Background: an optimization exercise with open tools, aiming at small area. Do not read the settings as production practice. In this exercise RTL edits were held to simulation tests only and were not proved equivalent to the original. Power and IR drop assume default switching activity.

==> inputs of run a <==
Design datapath, start of the top module:
module datapath
#(
    parameter logic [31:0] RESET_PC = datapath_pkg::c_RESET_PC
)
(
    input  logic        clk,
    input  logic        reset,
    input  logic [31:0] instr,
    input  logic [31:0] read_data,
    output logic [31:0] pc,
    output logic [31:0] addr_data,
    output logic [31:0] write_data,
    output logic        we
);
==> flow/config.mk <==
export PLATFORM = sky130hd
export DESIGN_NAME = datapath
export DESIGN_NICKNAME = datapath
export VERILOG_FILES = /design/flow/design.v
export SDC_FILE = /design/flow/constraint.sdc
export NUM_CORES = 8
export LEC_CHECK = 0
export CAP_MARGIN = 5
export CORE_MARGIN = 2
export CORE_UTILIZATION = 40
export SLEW_MARGIN = 5
export SYNTH_HIERARCHICAL = 1
==> flow/constraint.sdc <==
create_clock -name core_clock -period 12.0 [get_ports {clk}]
set_input_delay 2.4000 -clock core_clock [delete_from_list [all_inputs] [get_ports {clk}]]
set_output_delay 2.4000 -clock core_clock [all_outputs]
set_load 0.01 [all_outputs]
standard.sh (not shown) runs the stock make flow with config.mk's settings and CLKGATE_MAP_FILE= SYNTH_SCRIPT=/design/flow/synth_recipe.tcl, a recipe that flattens the netlist after the stock synthesis.
==> flow/flow/run.sh <==
#!/bin/bash
# Own layout flow: the standard ORFS flow (standard.sh), with three changes
# to how the layout is made:
#  - after floorplanning, combinational cells that synthesis upsized go back
#    to drive strength 1, and inverters become inv_2, which has the same area
#    (flow/downsize.tcl); placement's repair then resizes or buffers where a
#    net needs it,
#  - the port buffers are buf_1 instead of the default delay-cell buffer,
#  - the clock tree uses clkbuf_4 buffers on small sink clusters and no
#    dummy loads.
# Synthesis, floorplan, tap cells, power grid, placement, routing and
# finishing are otherwise the standard flow's. Each ORFS step writes its own
# log under orfs/logs/; make's own output goes to flow_make.log here.
set -euo pipefail
export POST_FLOORPLAN_TCL="$PWD/flow/downsize.tcl"
export BUFFER_PORTS_ARGS="-buffer_cell sky130_fd_sc_hd__buf_1"
export CTS_ARGS="-sink_clustering_enable -repair_clock_nets -dont_use_dummy_load -buf_list sky130_fd_sc_hd__clkbuf_4 -sink_clustering_size 8 -sink_clustering_max_diameter 50"
bash standard.sh > flow_make.log 2>&1
==> flow/flow/downsize.tcl <==
# Swap every combinational cell that synthesis gave a drive strength above 1
# for the drive-1 cell of the same function (inverters become inv_2, which has
# the area of inv_1); the placement-stage repair
# resizes or buffers again where a net needs the drive.
set db [ord::get_db]
set n 0
set inv2 [$db findMaster sky130_fd_sc_hd__inv_2]
foreach inst [[ord::get_db_block] getInsts] {
  set m [[$inst getMaster] getName]
  if {![regexp {^(sky130_fd_sc_hd__[a-z0-9]+)_([0-9]+)$} $m -> base drv]} { continue }
  # inv_2 has the area of inv_1 and twice its drive
  if {$base eq "sky130_fd_sc_hd__inv"} {
    if {$drv != 2 && ![catch {replace_cell [$inst getName] sky130_fd_sc_hd__inv_2}]} { incr n }
    continue
  }
  if {$drv <= 1} { continue }
  if {[regexp {df|dl|edf|sdf|conb|tap|fill|decap|clk|diode} $base]} { continue }
  set new "${base}_1"
  if {[$db findMaster $new] == "NULL"} { continue }
  if {[catch {replace_cell [$inst getName] $new}]} { continue }
  incr n
}
puts "downsize hook: swapped $n cells to drive 1"
==> run b (differences from run a) <==
--- a/flow/design.v
+++ b/flow/design.v
@@ -132,39 +132,31 @@
     assign w_a_en = w_dp_arith | w_dp_logic | w_is_mem;
     logic w_b_reg_en, w_b_imm_lo_en, w_b_imm_hi_en;
     assign w_b_reg_en    = w_dp_valid & ~w_imm;
     assign w_b_imm_lo_en = (w_dp_valid & w_imm) | w_is_mem;
     assign w_b_imm_hi_en = w_is_mem;
     logic w_sub;
     assign w_sub = (w_is_dp & w_cmd_sub) | (w_is_mem & ~w_up);
-    logic w_sub_x, w_is_br_x, w_b_imm_lo_en_x, w_b_imm_hi_en_x;
-    datapath_drv #(.W(4)) u_drv_bc (
-        .i_n (~{w_sub, w_is_br, w_b_imm_hi_en, w_b_imm_lo_en}),
-        .o   ({w_sub_x, w_is_br_x, w_b_imm_hi_en_x, w_b_imm_lo_en_x})
-    );
     logic [31:2] r_pc;
     logic [31:3] w_pc_inc;       
     logic [31:0] w_pc_plus8;
     assign w_pc_inc   = r_pc[31:3] + 29'd1;
     assign w_pc_plus8 = {w_pc_inc, r_pc[2], RESET_PC[1:0]};
     logic [15:0] w_dec_rn, w_dec_rd, w_dec_rm;
     always_comb begin
         for (int k = 0; k < 16; k++) begin
             w_dec_rn[k] = (w_rn == 4'(k));
             w_dec_rd[k] = (w_rd == 4'(k));
             w_dec_rm[k] = (w_rm == 4'(k));
         end
     end
     logic [15:0] w_sel_a, w_sel_b, w_sel_d;
-    datapath_drv #(.W(16)) u_drv_a (
-        .i_n (~{(w_dec_rn[15] & w_a_en) | w_is_br, w_dec_rn[14:0] & {15{w_a_en}}}),
-        .o   (w_sel_a)
-    );
-    datapath_drv #(.W(16)) u_drv_b (.i_n(~(w_dec_rm & {16{w_b_reg_en}})), .o(w_sel_b));
-    datapath_drv #(.W(16)) u_drv_d (.i_n(~w_dec_rd), .o(w_sel_d));
+    assign w_sel_a = {(w_dec_rn[15] & w_a_en) | w_is_br, w_dec_rn[14:0] & {15{w_a_en}}};
+    assign w_sel_b = w_dec_rm & {16{w_b_reg_en}};
+    assign w_sel_d = w_dec_rd;
     logic        w_reg_wen;
     logic [14:0] w_we;
     logic [31:0] w_wdata;
     logic [479:0] w_regs;
     datapath_regfile u_regfile (
         .clk     (clk),
         .i_we    (w_we),
@@ -185,49 +177,48 @@
             datapath_rmux #(.N(15)) u_md (.i_sel(w_sel_d[14:0]), .i_d(w_col[14:0]), .i_inv(1'b0), .o_q(w_rd_val[b]));
         end else begin : g_r15
             datapath_rmux #(.N(16)) u_ma (.i_sel(w_sel_a), .i_d(w_col), .i_inv(1'b0), .o_q(w_a[b]));
             datapath_rmux #(.N(16)) u_md (.i_sel(w_sel_d), .i_d(w_col), .i_inv(1'b0), .o_q(w_rd_val[b]));
         end
         if (b < 2 && !RESET_PC[b]) begin : g_b_lo0
             datapath_rmux #(.N(16), .INV(1'b1)) u_mb (
-                .i_sel ({w_b_imm_lo_en_x, w_sel_b[14:0]}),
+                .i_sel ({w_b_imm_lo_en, w_sel_b[14:0]}),
                 .i_d   ({instr[b], w_col[14:0]}),
-                .i_inv (w_sub_x),
+                .i_inv (w_sub),
                 .o_q   (w_bx[b])
             );
         end else if (b < 2) begin : g_b_lo
             datapath_rmux #(.N(17), .INV(1'b1)) u_mb (
-                .i_sel ({w_b_imm_lo_en_x, w_sel_b}),
+                .i_sel ({w_b_imm_lo_en, w_sel_b}),
                 .i_d   ({instr[b], w_col}),
-                .i_inv (w_sub_x),
+                .i_inv (w_sub),
                 .o_q   (w_bx[b])
             );
         end else if (b < 12) begin : g_b_mid
             datapath_rmux #(.N(18), .INV(1'b1)) u_mb (
-                .i_sel ({w_is_br_x, (b < 8) ? w_b_imm_lo_en_x : w_b_imm_hi_en_x, w_sel_b}),
+                .i_sel ({w_is_br, (b < 8) ? w_b_imm_lo_en : w_b_imm_hi_en, w_sel_b}),
                 .i_d   ({instr[b-2], instr[b], w_col}),
-                .i_inv (w_sub_x),
+                .i_inv (w_sub),
                 .o_q   (w_bx[b])
             );
         end else begin : g_b_hi
             datapath_rmux #(.N(17), .INV(1'b1)) u_mb (
-                .i_sel ({w_is_br_x, w_sel_b}),
+                .i_sel ({w_is_br, w_sel_b}),
                 .i_d   ({instr[(b < 26) ? b-2 : 23], w_col}),
-                .i_inv (w_sub_x),
+                .i_inv (w_sub),
                 .o_q   (w_bx[b])
             );
         end
     end
     logic [31:0] w_c, w_g, w_p;
     datapath_adder u_adder (.i_a(w_a), .i_b(w_bx), .i_cin(w_sub), .o_c(w_c), .o_g(w_g), .o_p(w_p));
     logic w_s_c, w_s_g, w_s_p;
-    datapath_drv #(.W(3)) u_drv_r (
-        .i_n (~{w_dp_logic & ~w_cmd[3], w_dp_logic, ~w_dp_logic}),
-        .o   ({w_s_p, w_s_g, w_s_c})
-    );
+    assign w_s_c = ~w_dp_logic;
+    assign w_s_g = w_dp_logic;
+    assign w_s_p = w_dp_logic & ~w_cmd[3];
     logic [31:0] w_cx_n;
     logic [31:0] w_result;
     for (genvar b = 0; b < 32; b++) begin : g_res
         datapath_aoi222 u_aoi (
             .a1(w_s_c), .a2(w_c[b]),
             .b1(w_s_g), .b2(w_g[b]),
             .c1(w_s_p), .c2(w_p[b]),
@@ -237,27 +228,24 @@
     for (genvar b = 0; b < 32; b++) begin : g_sum
         datapath_xnor2 u_x (.a(w_p[b]), .b(w_cx_n[b]), .y(w_result[b]));
     end
     logic [31:0] w_sum;
     assign w_sum = w_result;      
     assign w_reg_wen = w_dp_valid | (w_is_mem & w_load);
     logic w_s_ld, w_s_res;
-    datapath_drv #(.W(2)) u_drv_w (
-        .i_n (~{~w_is_mem & ~reset, w_is_mem & ~reset}),
-        .o   ({w_s_res, w_s_ld})
-    );
+    assign w_s_ld  = w_is_mem & ~reset;
+    assign w_s_res = ~w_is_mem & ~reset;
     for (genvar b = 0; b < 32; b++) begin : g_wd
         datapath_ao22 u_ao (.a1(w_s_ld), .a2(read_data[b]), .b1(w_s_res), .b2(w_result[b]), .y(w_wdata[b]));
     end
-    datapath_drv #(.W(15)) u_drv_we (.i_n(~({15{reset}} | (w_dec_rd[14:0] & {15{w_reg_wen}}))), .o(w_we));
+    assign w_we      = {15{reset}} | (w_dec_rd[14:0] & {15{w_reg_wen}});
     logic w_s_br, w_s_inc, w_s_hold;
-    datapath_drv #(.W(3)) u_drv_p (
-        .i_n (~{~w_is_br & ~reset & ~r_pc[2], ~w_is_br & ~reset & r_pc[2], w_is_br & ~reset}),
-        .o   ({w_s_hold, w_s_inc, w_s_br})
-    );
+    assign w_s_br   = w_is_br & ~reset;
+    assign w_s_inc  = ~w_is_br & ~reset & r_pc[2];
+    assign w_s_hold = ~w_is_br & ~reset & ~r_pc[2];
     logic [31:2] w_next_pc_n;
     for (genvar b = 3; b < 32; b++) begin : g_npc
         datapath_aoi222 u_aoi (
             .a1(w_s_br),   .a2(w_sum[b]),
             .b1(w_s_inc),  .b2(w_pc_plus8[b]),
             .c1(w_s_hold), .c2(r_pc[b]),
             .y (w_next_pc_n[b])
@@ -268,33 +256,14 @@
         r_pc <= ~w_next_pc_n | ({30{reset}} & RESET_PC[31:2]);
     end
     assign pc         = {r_pc, RESET_PC[1:0]};
     assign addr_data  = w_result;
     assign write_data = w_rd_val;
     assign we         = w_is_mem & ~w_load & ~reset;
 endmodule
-module datapath_drv
-#(
-    parameter int W = 1
-)
-(
-    input  logic [W-1:0] i_n,
-    output logic [W-1:0] o
-);
-    for (genvar k = 0; k < W; k++) begin : g_k
-        datapath_inv u_i (.a(i_n[k]), .y(o[k]));
-    end
-endmodule
-module datapath_inv
-(
-    input  logic a,
-    output logic y
-);
-    assign y = ~a;
-endmodule
 module datapath_xnor2
 (
     input  logic a, b,
     output logic y
 );
     assign y = ~(a ^ b);
 endmodule
==> flow/flow/run.sh (replaced) <==
#!/bin/bash
# Own layout flow: the standard ORFS flow (standard.sh), with two changes
# to how the layout is made:
#  - the port buffers are buf_1 instead of the default delay-cell buffer,
#  - the clock tree uses clkbuf_4 buffers on small sink clusters and no
#    dummy loads.
# Synthesis, floorplan, tap cells, power grid, placement, routing and
# finishing are the standard flow's. Each ORFS step writes its own log under
# orfs/logs/; make's own output goes to flow_make.log here.
set -euo pipefail
export BUFFER_PORTS_ARGS="-buffer_cell sky130_fd_sc_hd__buf_1"
export CTS_ARGS="-sink_clustering_enable -repair_clock_nets -dont_use_dummy_load -buf_list sky130_fd_sc_hd__clkbuf_4 -sink_clustering_size 9 -sink_clustering_max_diameter 55"
bash standard.sh > flow_make.log 2>&1
==> flow/config.mk (replaced) <==
export PLATFORM = sky130hd
export DESIGN_NAME = datapath
export DESIGN_NICKNAME = datapath
export VERILOG_FILES = /design/flow/design.v
export SDC_FILE = /design/flow/constraint.sdc
export NUM_CORES = 8
export LEC_CHECK = 0
export CAP_MARGIN = 0
export CORE_MARGIN = 2
export CORE_UTILIZATION = 40
export SLEW_MARGIN = 0
export SYNTH_HIERARCHICAL = 1
removed: flow/flow/downsize.tcl
==> notes <==
Run b completed with no timing, DRC or antenna violations. Run a passed the timing, design-rule and antenna checks. Of run a and run b, run a has the higher setup slack (gap 0.27 ns). Of run a and run b, run a has the higher synthesized cell count (gap 4.0%, measured against run b). Between run b and run a, the lower combinational power is in run b (gap about 2%, measured against run a). In critical path depth, run b and run a do not differ.

==> 04-23 <==
Another version of the RTL of datapath (not shown whole).
==> flow/config.mk <==
export PLATFORM = sky130hd
export DESIGN_NAME = datapath
export DESIGN_NICKNAME = datapath
export VERILOG_FILES = /design/flow/design.v
export SDC_FILE = /design/flow/constraint.sdc
export NUM_CORES = 8
export LEC_CHECK = 0
export CAP_MARGIN = 5
export CORE_MARGIN = 2
export CORE_UTILIZATION = 40
export SLEW_MARGIN = 5
export SYNTH_HIERARCHICAL = 1
==> flow/constraint.sdc <==
create_clock -name core_clock -period 12.0 [get_ports {clk}]
set_input_delay 2.4000 -clock core_clock [delete_from_list [all_inputs] [get_ports {clk}]]
set_output_delay 2.4000 -clock core_clock [all_outputs]
set_load 0.01 [all_outputs]
==> flow/flow/run.sh <==
#!/bin/bash
# Own layout flow: the standard ORFS flow (standard.sh), with three changes
# to how the layout is made:
#  - after floorplanning, combinational cells that synthesis upsized go back
#    to drive strength 1 (flow/downsize.tcl); placement's repair then resizes
#    or buffers where a net needs it,
#  - the port buffers are buf_1 instead of the default delay-cell buffer,
#  - the clock tree uses clkbuf_4 buffers on small sink clusters and no
#    dummy loads.
# Synthesis, floorplan, tap cells, power grid, placement, routing and
# finishing are otherwise the standard flow's. Each ORFS step writes its own
# log under orfs/logs/; make's own output goes to flow_make.log here.
set -euo pipefail
export POST_FLOORPLAN_TCL="$PWD/flow/downsize.tcl"
export BUFFER_PORTS_ARGS="-buffer_cell sky130_fd_sc_hd__buf_1"
export CTS_ARGS="-sink_clustering_enable -repair_clock_nets -dont_use_dummy_load -buf_list sky130_fd_sc_hd__clkbuf_4 -sink_clustering_size 8 -sink_clustering_max_diameter 50"
bash standard.sh > flow_make.log 2>&1
==> flow/flow/downsize.tcl <==
# Swap every combinational cell that synthesis gave a drive strength above 1
# for the drive-1 cell of the same function; the placement-stage repair
# resizes or buffers again where a net needs the drive.
set db [ord::get_db]
set n 0
foreach inst [[ord::get_db_block] getInsts] {
  set m [[$inst getMaster] getName]
  if {![regexp {^(sky130_fd_sc_hd__[a-z0-9]+)_([0-9]+)$} $m -> base drv]} { continue }
  if {$drv <= 1} { continue }
  if {[regexp {df|dl|edf|sdf|conb|tap|fill|decap|clk|diode} $base]} { continue }
  set new "${base}_1"
  if {[$db findMaster $new] == "NULL"} { continue }
  if {[catch {replace_cell [$inst getName] $new}]} { continue }
  incr n
}
puts "downsize hook: swapped $n cells to drive 1"
==> inputs of 11-15, as changes to 04-23 <==
--- a/flow/design.v
+++ b/flow/design.v
@@ -12,28 +12,23 @@
     localparam int          c_NUM_REGS = 15;
 endpackage
 `default_nettype wire
 `default_nettype none
 module datapath_regfile
 (
     input  logic        clk,
-    input  logic [1:0][14:0] i_we,  
+    input  logic [14:0] i_we,       
     input  logic [31:0] i_wdata,    
     output logic [479:0] o_q        
 );
     for (genvar i = 0; i < datapath_pkg::c_NUM_REGS; i++) begin : g_reg
         logic [31:0] r_q;
         always_ff @(posedge clk) begin
-            if (i_we[0][i]) begin
-                r_q[15:0] <= i_wdata[15:0];
-            end
-        end
-        always_ff @(posedge clk) begin
-            if (i_we[1][i]) begin
-                r_q[31:16] <= i_wdata[31:16];
+            if (i_we[i]) begin
+                r_q <= i_wdata;
             end
         end
         assign o_q[32*i +: 32] = r_q;
     end
 endmodule
 module datapath_aoi222
 (
@@ -137,43 +132,33 @@
     assign w_a_en = w_dp_arith | w_dp_logic | w_is_mem;
     logic w_b_reg_en, w_b_imm_lo_en, w_b_imm_hi_en;
     assign w_b_reg_en    = w_dp_valid & ~w_imm;
     assign w_b_imm_lo_en = (w_dp_valid & w_imm) | w_is_mem;
     assign w_b_imm_hi_en = w_is_mem;
     logic w_sub;
     assign w_sub = (w_is_dp & w_cmd_sub) | (w_is_mem & ~w_up);
-    logic [1:0][3:0] w_bctl;     
-    datapath_split #(.W(4)) u_sp_b (.i_n(~{w_sub, w_is_br, w_b_imm_hi_en, w_b_imm_lo_en}), .o(w_bctl));
     logic [31:2] r_pc;
     logic [31:3] w_pc_inc;       
     logic [31:0] w_pc_plus8;
     assign w_pc_inc   = r_pc[31:3] + 29'd1;
     assign w_pc_plus8 = {w_pc_inc, r_pc[2], RESET_PC[1:0]};
     logic [15:0] w_dec_rn, w_dec_rd, w_dec_rm;
     always_comb begin
         for (int k = 0; k < 16; k++) begin
             w_dec_rn[k] = (w_rn == 4'(k));
             w_dec_rd[k] = (w_rd == 4'(k));
             w_dec_rm[k] = (w_rm == 4'(k));
         end
     end
-    logic [15:0] w_sel_a_n, w_sel_b_n, w_sel_d_n;
-    assign w_sel_a_n = ~{(w_dec_rn[15] & w_a_en) | w_is_br, w_dec_rn[14:0] & {15{w_a_en}}};
-    assign w_sel_b_n = ~(w_dec_rm & {16{w_b_reg_en}});
-    assign w_sel_d_n = ~w_dec_rd;
-    logic [1:0][15:0] w_sel_a, w_sel_b, w_sel_d;
-    for (genvar h = 0; h < 2; h++) begin : g_seldrv
-        for (genvar k = 0; k < 16; k++) begin : g_k
-            datapath_inv u_ia (.a(w_sel_a_n[k]), .y(w_sel_a[h][k]));
-            datapath_inv u_ib (.a(w_sel_b_n[k]), .y(w_sel_b[h][k]));
-            datapath_inv u_id (.a(w_sel_d_n[k]), .y(w_sel_d[h][k]));
-        end
-    end
+    logic [15:0] w_sel_a, w_sel_b, w_sel_d;
+    assign w_sel_a = {(w_dec_rn[15] & w_a_en) | w_is_br, w_dec_rn[14:0] & {15{w_a_en}}};
+    assign w_sel_b = w_dec_rm & {16{w_b_reg_en}};
+    assign w_sel_d = w_dec_rd;
     logic        w_reg_wen;
-    logic [1:0][14:0] w_we;    
+    logic [14:0] w_we;
     logic [31:0] w_wdata;
     logic [479:0] w_regs;
     datapath_regfile u_regfile (
         .clk     (clk),
         .i_we    (w_we),
         .i_wdata (w_wdata),
         .o_q     (w_regs)
@@ -184,134 +169,101 @@
     for (genvar b = 0; b < 32; b++) begin : g_bit
         logic [15:0] w_col;
         for (genvar k = 0; k < 15; k++) begin : g_col
             assign w_col[k] = w_regs[32*k + b];
         end
         assign w_col[15] = w_pc_plus8[b];
         if (b < 2 && !RESET_PC[b]) begin : g_lo0
-            datapath_rmux #(.N(15)) u_ma (.i_sel(w_sel_a[b/16][14:0]), .i_d(w_col[14:0]), .i_inv(1'b0), .o_q(w_a[b]));
-            datapath_rmux #(.N(15)) u_md (.i_sel(w_sel_d[b/16][14:0]), .i_d(w_col[14:0]), .i_inv(1'b0), .o_q(w_rd_val[b]));
+            datapath_rmux #(.N(15)) u_ma (.i_sel(w_sel_a[14:0]), .i_d(w_col[14:0]), .i_inv(1'b0), .o_q(w_a[b]));
+            datapath_rmux #(.N(15)) u_md (.i_sel(w_sel_d[14:0]), .i_d(w_col[14:0]), .i_inv(1'b0), .o_q(w_rd_val[b]));
         end else begin : g_r15
-            datapath_rmux #(.N(16)) u_ma (.i_sel(w_sel_a[b/16]), .i_d(w_col), .i_inv(1'b0), .o_q(w_a[b]));
-            datapath_rmux #(.N(16)) u_md (.i_sel(w_sel_d[b/16]), .i_d(w_col), .i_inv(1'b0), .o_q(w_rd_val[b]));
+            datapath_rmux #(.N(16)) u_ma (.i_sel(w_sel_a), .i_d(w_col), .i_inv(1'b0), .o_q(w_a[b]));
+            datapath_rmux #(.N(16)) u_md (.i_sel(w_sel_d), .i_d(w_col), .i_inv(1'b0), .o_q(w_rd_val[b]));
         end
         if (b < 2 && !RESET_PC[b]) begin : g_b_lo0
             datapath_rmux #(.N(16), .INV(1'b1)) u_mb (
-                .i_sel ({w_bctl[b/16][0], w_sel_b[b/16][14:0]}),
+                .i_sel ({w_b_imm_lo_en, w_sel_b[14:0]}),
                 .i_d   ({instr[b], w_col[14:0]}),
-                .i_inv (w_bctl[b/16][3]),
+                .i_inv (w_sub),
                 .o_q   (w_bx[b])
             );
         end else if (b < 2) begin : g_b_lo
             datapath_rmux #(.N(17), .INV(1'b1)) u_mb (
-                .i_sel ({w_bctl[b/16][0], w_sel_b[b/16]}),
+                .i_sel ({w_b_imm_lo_en, w_sel_b}),
                 .i_d   ({instr[b], w_col}),
-                .i_inv (w_bctl[b/16][3]),
+                .i_inv (w_sub),
                 .o_q   (w_bx[b])
             );
         end else if (b < 12) begin : g_b_mid
             datapath_rmux #(.N(18), .INV(1'b1)) u_mb (
-                .i_sel ({w_bctl[b/16][2], (b < 8) ? w_bctl[b/16][0] : w_bctl[b/16][1], w_sel_b[b/16]}),
+                .i_sel ({w_is_br, (b < 8) ? w_b_imm_lo_en : w_b_imm_hi_en, w_sel_b}),
                 .i_d   ({instr[b-2], instr[b], w_col}),
-                .i_inv (w_bctl[b/16][3]),
+                .i_inv (w_sub),
                 .o_q   (w_bx[b])
             );
         end else begin : g_b_hi
             datapath_rmux #(.N(17), .INV(1'b1)) u_mb (
-                .i_sel ({w_bctl[b/16][2], w_sel_b[b/16]}),
+                .i_sel ({w_is_br, w_sel_b}),
                 .i_d   ({instr[(b < 26) ? b-2 : 23], w_col}),
-                .i_inv (w_bctl[b/16][3]),
+                .i_inv (w_sub),
                 .o_q   (w_bx[b])
             );
         end
     end
     logic [31:0] w_c, w_g, w_p;
     datapath_adder u_adder (.i_a(w_a), .i_b(w_bx), .i_cin(w_sub), .o_c(w_c), .o_g(w_g), .o_p(w_p));
     logic w_s_c, w_s_g, w_s_p;
     assign w_s_c = ~w_dp_logic;
     assign w_s_g = w_dp_logic;
     assign w_s_p = w_dp_logic & ~w_cmd[3];
-    logic [1:0][2:0] w_rctl;     
-    datapath_split #(.W(3)) u_sp_r (.i_n(~{w_s_p, w_s_g, w_s_c}), .o(w_rctl));
     logic [31:0] w_cx_n;
     logic [31:0] w_result;
     for (genvar b = 0; b < 32; b++) begin : g_res
         datapath_aoi222 u_aoi (
-            .a1(w_rctl[b/16][0]), .a2(w_c[b]),
-            .b1(w_rctl[b/16][1]), .b2(w_g[b]),
-            .c1(w_rctl[b/16][2]), .c2(w_p[b]),
+            .a1(w_s_c), .a2(w_c[b]),
+            .b1(w_s_g), .b2(w_g[b]),
+            .c1(w_s_p), .c2(w_p[b]),
             .y (w_cx_n[b])
         );
     end
     for (genvar b = 0; b < 32; b++) begin : g_sum
         datapath_xnor2 u_x (.a(w_p[b]), .b(w_cx_n[b]), .y(w_result[b]));
     end
     logic [31:0] w_sum;
     assign w_sum = w_result;      
     assign w_reg_wen = w_dp_valid | (w_is_mem & w_load);
     logic w_s_ld, w_s_res;
     assign w_s_ld  = w_is_mem & ~reset;
     assign w_s_res = ~w_is_mem & ~reset;
-    logic [1:0][1:0] w_wctl;     
-    datapath_split #(.W(2)) u_sp_w (.i_n(~{w_s_res, w_s_ld}), .o(w_wctl));
     for (genvar b = 0; b < 32; b++) begin : g_wd
-        datapath_ao22 u_ao (.a1(w_wctl[b/16][0]), .a2(read_data[b]), .b1(w_wctl[b/16][1]), .b2(w_result[b]), .y(w_wdata[b]));
-    end
-    logic [14:0] w_we_n;
-    assign w_we_n = ~({15{reset}} | (w_dec_rd[14:0] & {15{w_reg_wen}}));
-    for (genvar h = 0; h < 2; h++) begin : g_wedrv
-        for (genvar k = 0; k < 15; k++) begin : g_k
-            datapath_inv u_iw (.a(w_we_n[k]), .y(w_we[h][k]));
-        end
+        datapath_ao22 u_ao (.a1(w_s_ld), .a2(read_data[b]), .b1(w_s_res), .b2(w_result[b]), .y(w_wdata[b]));
     end
+    assign w_we      = {15{reset}} | (w_dec_rd[14:0] & {15{w_reg_wen}});
     logic w_s_br, w_s_inc, w_s_hold;
     assign w_s_br   = w_is_br & ~reset;
     assign w_s_inc  = ~w_is_br & ~reset & r_pc[2];
     assign w_s_hold = ~w_is_br & ~reset & ~r_pc[2];
-    logic [1:0][2:0] w_pctl;     
-    datapath_split #(.W(3)) u_sp_p (.i_n(~{w_s_hold, w_s_inc, w_s_br}), .o(w_pctl));
     logic [31:2] w_next_pc_n;
     for (genvar b = 3; b < 32; b++) begin : g_npc
         datapath_aoi222 u_aoi (
-            .a1(w_pctl[b/16][0]), .a2(w_sum[b]),
-            .b1(w_pctl[b/16][1]), .b2(w_pc_plus8[b]),
-            .c1(w_pctl[b/16][2]), .c2(r_pc[b]),
+            .a1(w_s_br),   .a2(w_sum[b]),
+            .b1(w_s_inc),  .b2(w_pc_plus8[b]),
+            .c1(w_s_hold), .c2(r_pc[b]),
             .y (w_next_pc_n[b])
         );
     end
     assign w_next_pc_n[2] = ~((w_s_br & w_sum[2]) | (w_s_inc | w_s_hold) & ~r_pc[2]);
     always_ff @(posedge clk) begin
         r_pc <= ~w_next_pc_n | ({30{reset}} & RESET_PC[31:2]);
     end
     assign pc         = {r_pc, RESET_PC[1:0]};
     assign addr_data  = w_result;
     assign write_data = w_rd_val;
     assign we         = w_is_mem & ~w_load & ~reset;
 endmodule
-module datapath_split
-#(
-    parameter int W = 1
-)
-(
-    input  logic [W-1:0]      i_n,      
-    output logic [1:0][W-1:0] o         
-);
-    for (genvar h = 0; h < 2; h++) begin : g_h
-        for (genvar k = 0; k < W; k++) begin : g_k
-            datapath_inv u_i (.a(i_n[k]), .y(o[h][k]));
-        end
-    end
-endmodule
-module datapath_inv
-(
-    input  logic a,
-    output logic y
-);
-    assign y = ~a;
-endmodule
 module datapath_xnor2
 (
     input  logic a, b,
     output logic y
 );
     assign y = ~(a ^ b);
 endmodule
Settings changed: CAP_MARGIN 5 to 0, SLEW_MARGIN 5 to 0.
==> flow_summary.ini <==
[critical_path]
worst-path-stages = 21
cell_by_cell_listing_of_the_critical_path = buf_1 -> mux2i_1 -> a21oi_1 -> nor4b_1 -> nand3_1 -> inv_1 -> a222oi_1 -> and3_1 -> nand4_1 -> ha_1 -> a21oi_1 -> o21ai_0 -> a221oi_1 -> o41ai_2 -> buf_4 -> a41o_1 -> a21o_1 -> a222oi_1 -> xnor2_1 -> buf_4 -> buf_1

[outcome]
outcome = timing/DRC/antenna clean

[finish]
leading_cell_types_in_the_layout_fill_and_taps_excluded = a222oi_1 (551), edfxtp_1 (480), inv_1 (196)
layout_cells_sized_above_1_pct = 5.179

[grt]
total_global_routing_track_utilization_pct = 32.99
pin_count_of_the_biggest_net_entering_global_routing = 21
grt_first_pass_wirelength_um = 159000

[power]
power.share.combinational_pct = 18.3
combinationalPower_uw = 736
power_mw = 4.026
power.switching_fraction_pct = 32.08
pwr_density_cell_mw_per_mm2 = 142.2

[sta]
fin_crit_sh_pct = 94.72
(the above is from 04-23)
==> flow_summary.ini <==
[outcome]
outcome = timing/DRC/antenna clean

[sta]
timing.final.crit_period_ns = 10.93
fin_crit_sh_pct = 91.07

[grt]
grt_first_pass_wirelength_um = 169600
pin_count_of_the_biggest_net_entering_global_routing = 33

[synth]
yosysTopAreaCell = edfxtp_1

[power]
pwr_density_cell_mw_per_mm2 = 139.2
power_mw = 4.007
power.switching_fraction_pct = 31.80
combinationalPower_uw = 706
power.share.combinational_pct = 17.6

[finish]
layout_cells_sized_above_1_pct = 12.11
leading_cell_types_in_the_layout_fill_and_taps_excluded = a222oi_1 (551), edfxtp_1 (480), buf_1 (156)

[critical_path]
worst-path-stages = 23
(the above is from 11-15)

==> re-timing with driven ports <==
Ports are ideal in the flow. The routed layouts listed here were re-timed in OpenROAD.
Step 1 (the two cells are an assumption about what drives the block):
set clk [get_ports {clk}]
set_driving_cell -lib_cell sky130_fd_sc_hd__clkbuf_16 $clk
set_driving_cell -lib_cell sky130_fd_sc_hd__buf_2 [delete_from_list [all_inputs] $clk]
Step 2 moves the port delays by t, midway between the first and last clock arrival at a register: inputs arrive t later, outputs are due t later. That takes back most of the time a late clock gives input paths.
Slacks: no drivers / after step 1 / after step 2; pairs: no drivers / after step 1.
run | t, ns | setup slack, ns | worst data-port slew with drivers (ns)
run a | 0.915 | 1.141 / 1.112 / 1.112 | 0.12
run b | 0.903 | 0.868 / 0.802 / 0.802 | 0.18
04-23 | 0.880 | 0.634 / 0.609 / 0.609 | 0.16
11-15 | 0.929 | 1.071 / 1.041 / 1.041 | 0.13
After both steps setup and hold are still met in every run listed. For run b, which loses most, drivers alone change the setup slack by -0.066 ns; drivers and shift together by -0.066 ns.
